From an optimization exercise on the open Yosys and OpenROAD flow, aimed at small area, a short achievable clock period and few clock cycles; shortcuts taken in it are not production practice. At most, simulation tests tie the RTL to the original design; equivalence was not proved. Power and IR-drop figures of this design are not reliable: the tool's default activity estimate is inflated in some of its runs. No driver is modelled on the clock port, so clocking that relies on it looks cheaper here than on a real chip.

Design conv_top, start of the top module:
module conv_top #(
  parameter int IMG_BITS = 6
) (
  input  logic                  clk,
  input  logic                  reset,
  input  logic                  ready,
  input  logic signed [19:0]    idata,
  output logic                  busy,
  output logic [2*IMG_BITS-1:0] iaddr,
  output logic                  cwr,
  output logic [2*IMG_BITS-1:0] caddr_wr,
  output logic signed [19:0]    cdata_wr
);
typedef logic signed [19:0] pixel_t;
localparam int STRIP_ROWS = 8;
  localparam int L  = STRIP_ROWS + 2;   
  localparam int SR = 2 * L + 3;
  logic       rd_act;    
  logic       rd_first;  
  logic [3:0] ri;        
  logic [6:0] rx;        
  logic [5:0] arow;      
  logic       start;
  logic       col_end;
  logic       pad;
  assign start   = ready && !busy;
  assign col_end = (ri == 4'(L - 1));
  assign pad     = rx[6] || (ri == 4'd0 && arow == 6'd63) || (col_end && arow == 6'd0);
  assign iaddr   = {arow, rx[5:0]};
  always_ff @(posedge clk or posedge reset) begin
    if (reset) begin
      rd_act   <= 1'b0;
      rd_first <= 1'b1;
      ri       <= '0;
      rx       <= 7'd64;
      arow     <= '0;
    end else begin
      if (start) rd_act <= 1'b1;
      if (rd_act) begin
        if (!col_end) begin
          ri   <= ri + 1'b1;
          arow <= arow + 1'b1;
        end else begin
          ri <= '0;
          if (!rx[6]) begin
            rx   <= rx + 1'b1;
            arow <= arow - 6'(L - 1);
          end else if (!rd_first && arow == 6'd0) begin
            rd_act   <= 1'b0;
            rd_first <= 1'b1;
          end else begin
            rx       <= '0;
            arow     <= rd_first ? 6'd63 : arow - 6'(L - 1) + 6'(STRIP_ROWS);
            rd_first <= 1'b0;
          end
        end
      end
    end
  end
  logic rd_valid;
  assign rd_valid = rd_act && !rd_first && (ri >= 4'd2) && (rx != 7'd0);
  pixel_t sr [SR];
  always_ff @(posedge clk) begin
    sr[0] <= pad ? '0 : idata;
    for (int i = 1; i < SR; i++) sr[i] <= sr[i-1];
  end
  logic [20*SR-1:0] srv;
  always_comb for (int i = 0; i < SR; i++) srv[20*i +: 20] = sr[i];
  conv_mac u_mac (
    .clk(clk),
    .srv(srv),
    .res(cdata_wr)
  );
  logic v1, v2;
  logic last_wr;
  ...
Size: roughly 2,600 cells after synthesis, about 720 flip-flops, about 37,000 um2 of cells after synthesis.
clock: 13.5 ns
lec_check: 0
cap_margin: 20
core_margin: 2
core_utilization: 40
slew_margin: 20
synth_hierarchical: 1
synth_minimum_keep_size: 0
standard.sh (not shown) runs the stock make flow with config.mk's settings and CLKGATE_MAP_FILE= SYNTH_SCRIPT=/design/flow/synth_recipe.tcl, a recipe that flattens the netlist after the stock synthesis.
==> flow/flow/run.sh <==
#!/bin/bash
# The standard layout, with post-cts and post-route timing repair aiming
# for setup slack well above what the 13.5 ns clock needs, so that the
# resizer also shortens paths the clock alone would leave slow; and a clock
# tree of smaller buffers without dummy balancing loads.
set -euo pipefail
bash standard.sh SETUP_SLACK_MARGIN=9.6 \
  'CTS_ARGS=-sink_clustering_enable -repair_clock_nets -dont_use_dummy_load -buf_list {sky130_fd_sc_hd__clkbuf_16}' \
  finish > standard_make.log 2>&1
Testbench counts at the start, summed over its fixed seeds: cycles 41,712.
Rerun with:
--- a/flow/flow/run.sh
+++ b/flow/flow/run.sh
@@ -6,4 +6,4 @@
 set -euo pipefail
 bash standard.sh SETUP_SLACK_MARGIN=9.6 \
-  'CTS_ARGS=-sink_clustering_enable -repair_clock_nets -dont_use_dummy_load -buf_list {sky130_fd_sc_hd__clkbuf_16}' \
+  'CTS_ARGS=-sink_clustering_enable -repair_clock_nets -dont_use_dummy_load -buf_list {sky130_fd_sc_hd__clkbuf_4 sky130_fd_sc_hd__clkbuf_8}' \
   finish > standard_make.log 2>&1
Sequential power barely changes.
Power falls by 1.4%.
Final area barely changes.
Area after synthesis is unchanged.

* * *

== build 51 ==
Another version of the RTL of conv_top (not shown whole).
For scale: ~2,500 cells after synthesis, roughly 700 flip-flops.
==> flow/design.v (excerpt) <==
module conv_top #(
  parameter int IMG_BITS = 6
) (
  input  logic                  clk,
  input  logic                  reset,
  input  logic                  ready,
  input  logic signed [19:0]    idata,
  output logic                  busy,
  output logic [2*IMG_BITS-1:0] iaddr,
  output logic                  cwr,
  output logic [2*IMG_BITS-1:0] caddr_wr,
  output logic signed [19:0]    cdata_wr
);
typedef logic signed [19:0] pixel_t;
localparam int STRIP_ROWS = 8;
  localparam int L  = STRIP_ROWS + 2;   
  localparam int SR = 2 * L + 3;
  logic       rd_act;    
  logic       rd_first;  
  logic [3:0] ri;        
  logic [6:0] rx;        
  logic [5:0] arow;      
  logic       start;
  logic       col_end;
  logic       pad;
  assign start   = ready && !busy;
  assign col_end = (ri == 4'(L - 1));
  assign pad     = rx[6] || (ri == 4'd0 && arow == 6'd63) || (col_end && arow == 6'd0);
  assign iaddr   = {arow, rx[5:0]};
  always_ff @(posedge clk or posedge reset) begin
    if (reset) begin
      rd_act   <= 1'b0;
  ...
Settings: LEC_CHECK=0, CAP_MARGIN=20, CORE_MARGIN=2, CORE_UTILIZATION=50, SLEW_MARGIN=20, SYNTH_HIERARCHICAL=1, SYNTH_MINIMUM_KEEP_SIZE=0; clock period 13.5 ns.
==> flow/flow/run.sh <==
#!/bin/bash
# The standard layout, with post-cts and post-route timing repair aiming
# for setup slack well above what the 13.5 ns clock needs, so that the
# resizer also shortens paths the clock alone would leave slow; and a clock
# tree of smaller buffers without dummy balancing loads.
set -euo pipefail
bash standard.sh SETUP_SLACK_MARGIN=9.6 \
  'CTS_ARGS=-sink_clustering_enable -repair_clock_nets -dont_use_dummy_load -buf_list {sky130_fd_sc_hd__clkbuf_8 sky130_fd_sc_hd__clkbuf_16} -sink_clustering_size 20 -sink_clustering_max_diameter 100' \
  finish > standard_make.log 2>&1
Build 51 has completed all stages; timing, DRC and antenna checks passed.
Testbench counts of build 51, summed over its fixed seeds: cycles 41,712.
--- input diff build 51..build 50 ---
- CORE_UTILIZATION: 50 -> 40
[summary]
Wire length on met3 (lower): build 50
Compared with build 51, build 50 shows antenna diode instance count lower by 1.
Summary of the comparison: fraction of layout cells with a size suffix above 1 is higher in build 50, relative to build 51.
Going from build 51 to build 50, detailed-route wire length now sits lower, final core utilization now sits lower.
Input-level comparison between build 30 and build 50:
--- a/flow/flow/run.sh
+++ b/flow/flow/run.sh
@@ -8 +8 @@
-  'CTS_ARGS=-sink_clustering_enable -repair_clock_nets -dont_use_dummy_load -buf_list {sky130_fd_sc_hd__clkbuf_8 sky130_fd_sc_hd__clkbuf_16} -sink_clustering_size 20 -sink_clustering_max_diameter 100' \
+  'CTS_ARGS=-sink_clustering_enable -repair_clock_nets -dont_use_dummy_load -buf_list {sky130_fd_sc_hd__clkbuf_16}' \
### Flow results
Build 30 has completed all stages; timing, DRC and antenna checks passed. Delta (build 30 minus build 50): part of the power in the clock network saw an increase; number of antenna violations at the first check in global routing saw a decrease; clock-pin slew on the worst setup and hold paths saw a decrease. Compared with build 50, final area in build 30 increased slightly.
### build 30 -> build 21
--- a/flow/flow/run.sh
+++ b/flow/flow/run.sh
@@ -8 +8 @@
-  'CTS_ARGS=-sink_clustering_enable -repair_clock_nets -dont_use_dummy_load -buf_list {sky130_fd_sc_hd__clkbuf_16}' \
+  'CTS_ARGS=-sink_clustering_enable -repair_clock_nets -dont_use_dummy_load -buf_list {sky130_fd_sc_hd__clkbuf_8 sky130_fd_sc_hd__clkbuf_16} -sink_clustering_size 30 -sink_clustering_max_diameter 150' \
- Going from build 30 to build 21, power dropped about 4.3%, part of the total power dissipated in combinational logic saw an increase, share of the final layout cell area in multi-input gates rose 1.1 points, portion of the clock cycle consumed by the worst path in the final layout fell 0.31 points.
- | register-to-register slack | lower: build 30 |
- Build 21 reports its top routing layer in use as met4 while build 30 reports met5.

* * *

Another version of the RTL of conv_top (not shown whole).
Size: roughly 720 flip-flops, ~37000 um^2 of cells after synthesis.
Design conv_top, start of the top module:
module conv_top #(
  parameter int IMG_BITS = 6
) (
  input  logic                  clk,
  input  logic                  reset,
  input  logic                  ready,
  input  logic signed [19:0]    idata,
  output logic                  busy,
  output logic [2*IMG_BITS-1:0] iaddr,
  output logic                  cwr,
  output logic [2*IMG_BITS-1:0] caddr_wr,
  output logic signed [19:0]    cdata_wr
);
clock: 13.5 ns
lec_check: 0
cap_margin: 20
core_margin: 2
core_utilization: 40
slew_margin: 20
synth_hierarchical: 1
synth_minimum_keep_size: 0
run.sh (not shown) runs the stock make flow with config.mk's settings and CLKGATE_MAP_FILE= SYNTH_SCRIPT=/design/flow/synth_recipe.tcl, a recipe that flattens the netlist after the stock synthesis.
Stock flow here: none of the scripts above is used.
The starting point finished with timing, DRC and antenna clean.
Rerun with:
==> flow/flow/run.sh (new file) <==
#!/bin/bash
# The standard layout, with post-cts and post-route timing repair aiming
# for setup slack well above what the 13.5 ns clock needs, so that the
# resizer also shortens paths the clock alone would leave slow.
set -euo pipefail
bash standard.sh SETUP_SLACK_MARGIN=9.6 finish > standard_make.log 2>&1
==> flow/standard.sh (new file) <==
#!/bin/bash
# synth_recipe.tcl (not shown) runs the flow's synth.tcl, then flattens the netlist and writes it again
# the make line also repeats each setting of config.mk as NAME=value (left out here)
make -C /OpenROAD-flow-scripts/flow DESIGN_CONFIG=/design/flow/config.mk WORK_HOME=/design/flow/orfs CLKGATE_MAP_FILE= SYNTH_SCRIPT=/design/flow/synth_recipe.tcl "${@:-finish}"
removed: flow/run.sh
Synthesized cell count stays the same.
Worst setup slack gains 0.51 ns.
Power is higher by a few percent.
Global-route usage increases by 0.40 points.
Rerun with:
--- a/flow/flow/run.sh
+++ b/flow/flow/run.sh
@@ -4,3 +4,3 @@
 # resizer also shortens paths the clock alone would leave slow.
 set -euo pipefail
-bash standard.sh SETUP_SLACK_MARGIN=9.6 finish > standard_make.log 2>&1
+bash standard.sh SETUP_SLACK_MARGIN=9 finish > standard_make.log 2>&1
Result:
- wire length drops by 1.5%
- core utilization drops by 1.2 points
- flip-flop and latch count does not change
- setup slack is worse by 0.25 ns
- cell count drops by about 1.2%
- clock power stays flat
Rerun with:
--- a/flow/flow/run.sh
+++ b/flow/flow/run.sh
@@ -4,3 +4,3 @@
 # resizer also shortens paths the clock alone would leave slow.
 set -euo pipefail
-bash standard.sh SETUP_SLACK_MARGIN=9 finish > standard_make.log 2>&1
+bash standard.sh SETUP_SLACK_MARGIN=10.2 finish > standard_make.log 2>&1
- The new run passed the timing, design-rule and antenna checks
- die area does not change
- maximum frequency rises by 8.7%
- area after synthesis does not change
- clock skew rose by 0.0072 ns
- global-route usage came out higher by 1.9 points
- clock-buffer cell count increases by 23
- flip-flop and latch count does not change
- non-clock buffer count is higher by 185
- sequential power is higher by about 3%
- routed wire length rose by 7.8%
- sequential share of layout area goes down by 1.1 points
No functional check of the RTL was part of any run of this note.

* * *

v43:
conv_top, a different RTL version from the one above (not shown whole).
For scale: roughly 2500 cells after synthesis, ~720 flip-flops, about 69 I/O pins, roughly 37000 µm² of cells after synthesis.
==> flow/design.v (excerpt) <==
module conv_top #(
  parameter int IMG_BITS = 6
) (
  input  logic                  clk,
  input  logic                  reset,
  input  logic                  ready,
  input  logic signed [19:0]    idata,
  output logic                  busy,
  output logic [2*IMG_BITS-1:0] iaddr,
  output logic                  cwr,
  output logic [2*IMG_BITS-1:0] caddr_wr,
  output logic signed [19:0]    cdata_wr
);
export LEC_CHECK = 0
export CAP_MARGIN = 20
export CORE_MARGIN = 2
export CORE_UTILIZATION = 40
export CTS_BUF_LIST = sky130_fd_sc_hd__clkbuf_8
export CTS_CLUSTER_SIZE = 30
export SLEW_MARGIN = 20
export SYNTH_HIERARCHICAL = 1
export SYNTH_MINIMUM_KEEP_SIZE = 0
create_clock -name core_clock -period 13.5 [get_ports {clk}]
standard.sh (not shown) runs the stock make flow with config.mk's settings and CLKGATE_MAP_FILE= SYNTH_SCRIPT=/design/flow/synth_recipe.tcl, a recipe that flattens the netlist after the stock synthesis.
==> flow/flow/run.sh <==
#!/bin/bash
# The standard layout, with post-cts and post-route timing repair aiming
# for setup slack well above what the 13.5 ns clock needs, so that the
# resizer also shortens paths the clock alone would leave slow.
set -euo pipefail
bash standard.sh SETUP_SLACK_MARGIN=9.6 finish > standard_make.log 2>&1
v43 finished every stage and its layout cleared the timing, design-rule and antenna checks.
Testbench counts of v43, summed over its fixed seeds: cycles 41,712.
The following lists how v48 was set up differently from v43:
Settings: CTS_CLUSTER_SIZE: 30 -> unset; CTS_BUF_LIST: sky130_fd_sc_hd__clkbuf_8 -> unset.
- On part of the total power dissipated in the clock network: v48 sits above v43.
- Between v43 and v48, the flow reports detail-routed net length per standard cell increasing slightly.
- v48 vs. v43: via count of the first global-routing pass decreased by 301 relative to the old numbers; finished layout cell area closely matched the old numbers; arrival time reported for the critical path endpoint decreased by 0.14 ns relative to the old numbers; tightest hold margin increased by 0.012 ns relative to the old numbers; sequential cell area share closely matched the old numbers.
- Diff v43 -> v48: max-slew headroom at the worst pin shrank by 7.5 points, count of instances resized after the clock tree is built shrank by 35, part of the power in combinational logic shrank by 0.2 points.
- Clock skew, v43 and v48, higher one = v43.
Modified inputs, v41 compared to v48
==> flow/flow/run.sh <==
#!/bin/bash
# The standard layout, with post-cts and post-route timing repair aiming
# for setup slack well above what the 13.5 ns clock needs, so that the
# resizer also shortens paths the clock alone would leave slow; and a clock
# tree of smaller buffers without dummy balancing loads.
set -euo pipefail
bash standard.sh SETUP_SLACK_MARGIN=9.6 \
  'CTS_ARGS=-sink_clustering_enable -repair_clock_nets -dont_use_dummy_load -buf_list {sky130_fd_sc_hd__clkbuf_4 sky130_fd_sc_hd__clkbuf_8}' \
  finish > standard_make.log 2>&1
Sequential power share up 0.9 points in v41 wrt v48
Per the comparison of v41 with v48, setup slack went down 0.080 ns, total power went down 760 µW, largest vdd supply drop went down 1.1%.

-- static timing again, ports no longer ideal --
The results above use ideal ports. As a check the final layouts listed here were re-extracted and re-timed, cells and wires unchanged. Step 1 assumes that a clkbuf_16 drives the clock port and a buf_2 every other input. Step 2 moves the port delays by t, midway between the first and last clock arrival at a register: inputs arrive t later, outputs are due t later. That takes back most of the time a late clock gives input paths. a / b / c = no drivers / after step 1 / after step 2; a / b = the first two.
| run | shift t [ns] | slack for setup (ns) | latest minus earliest clock arrival (ns) | worst slew at a driven data input, ns | cell pins on the clock port's net |
|---|---|---|---|---|---|
| the first run of note 1 | 0.666 | 9.608 / 9.544 / 9.632 | 0.058 / 0.058 | 0.08 | 1 |
| the second run of note 1 | 0.784 | 9.467 / 9.401 / 9.621 | 0.112 / 0.112 | 0.07 | 1 |
| build 51 | 0.653 | 9.521 / 9.454 / 9.631 | 0.075 / 0.075 | 0.04 | 1 |
| build 50 | 0.653 | 9.612 / 9.547 / 9.657 | 0.069 / 0.069 | 0.03 | 1 |
| build 30 | 0.678 | 9.533 / 9.461 / 9.603 | 0.090 / 0.090 | 0.03 | 1 |
| build 21 | 0.672 | 9.575 / 9.508 / 9.653 | 0.084 / 0.083 | 0.03 | 1 |
| the first run of note 3 | 0.700 | 8.802 / 8.802 / 8.802 | 0.031 / 0.031 | 0.05 | 1 |
| the second run of note 3 | 0.699 | 9.314 / 9.314 / 9.307 | 0.034 / 0.034 | 0.04 | 1 |
| the third run of note 3 | 0.698 | 9.067 / 9.029 / 8.819 | 0.032 / 0.032 | 0.05 | 1 |
| the fourth run of note 3 | 0.699 | 9.422 / 9.422 / 9.422 | 0.039 / 0.039 | 0.04 | 1 |
| v43 | 0.831 | 9.374 / 9.310 / 9.646 | 0.064 / 0.064 | 0.05 | 1 |
| v48 | 0.695 | 9.506 / 9.441 / 9.625 | 0.042 / 0.042 | 0.05 | 1 |
| v41 | 0.789 | 9.426 / 9.361 / 9.642 | 0.115 / 0.114 | 0.05 | 1 |
After both steps setup and hold are still met in every run listed. The setup slack of the third run of note 3, which loses most, moves by -0.038 ns with the drivers and by -0.248 ns with both steps.
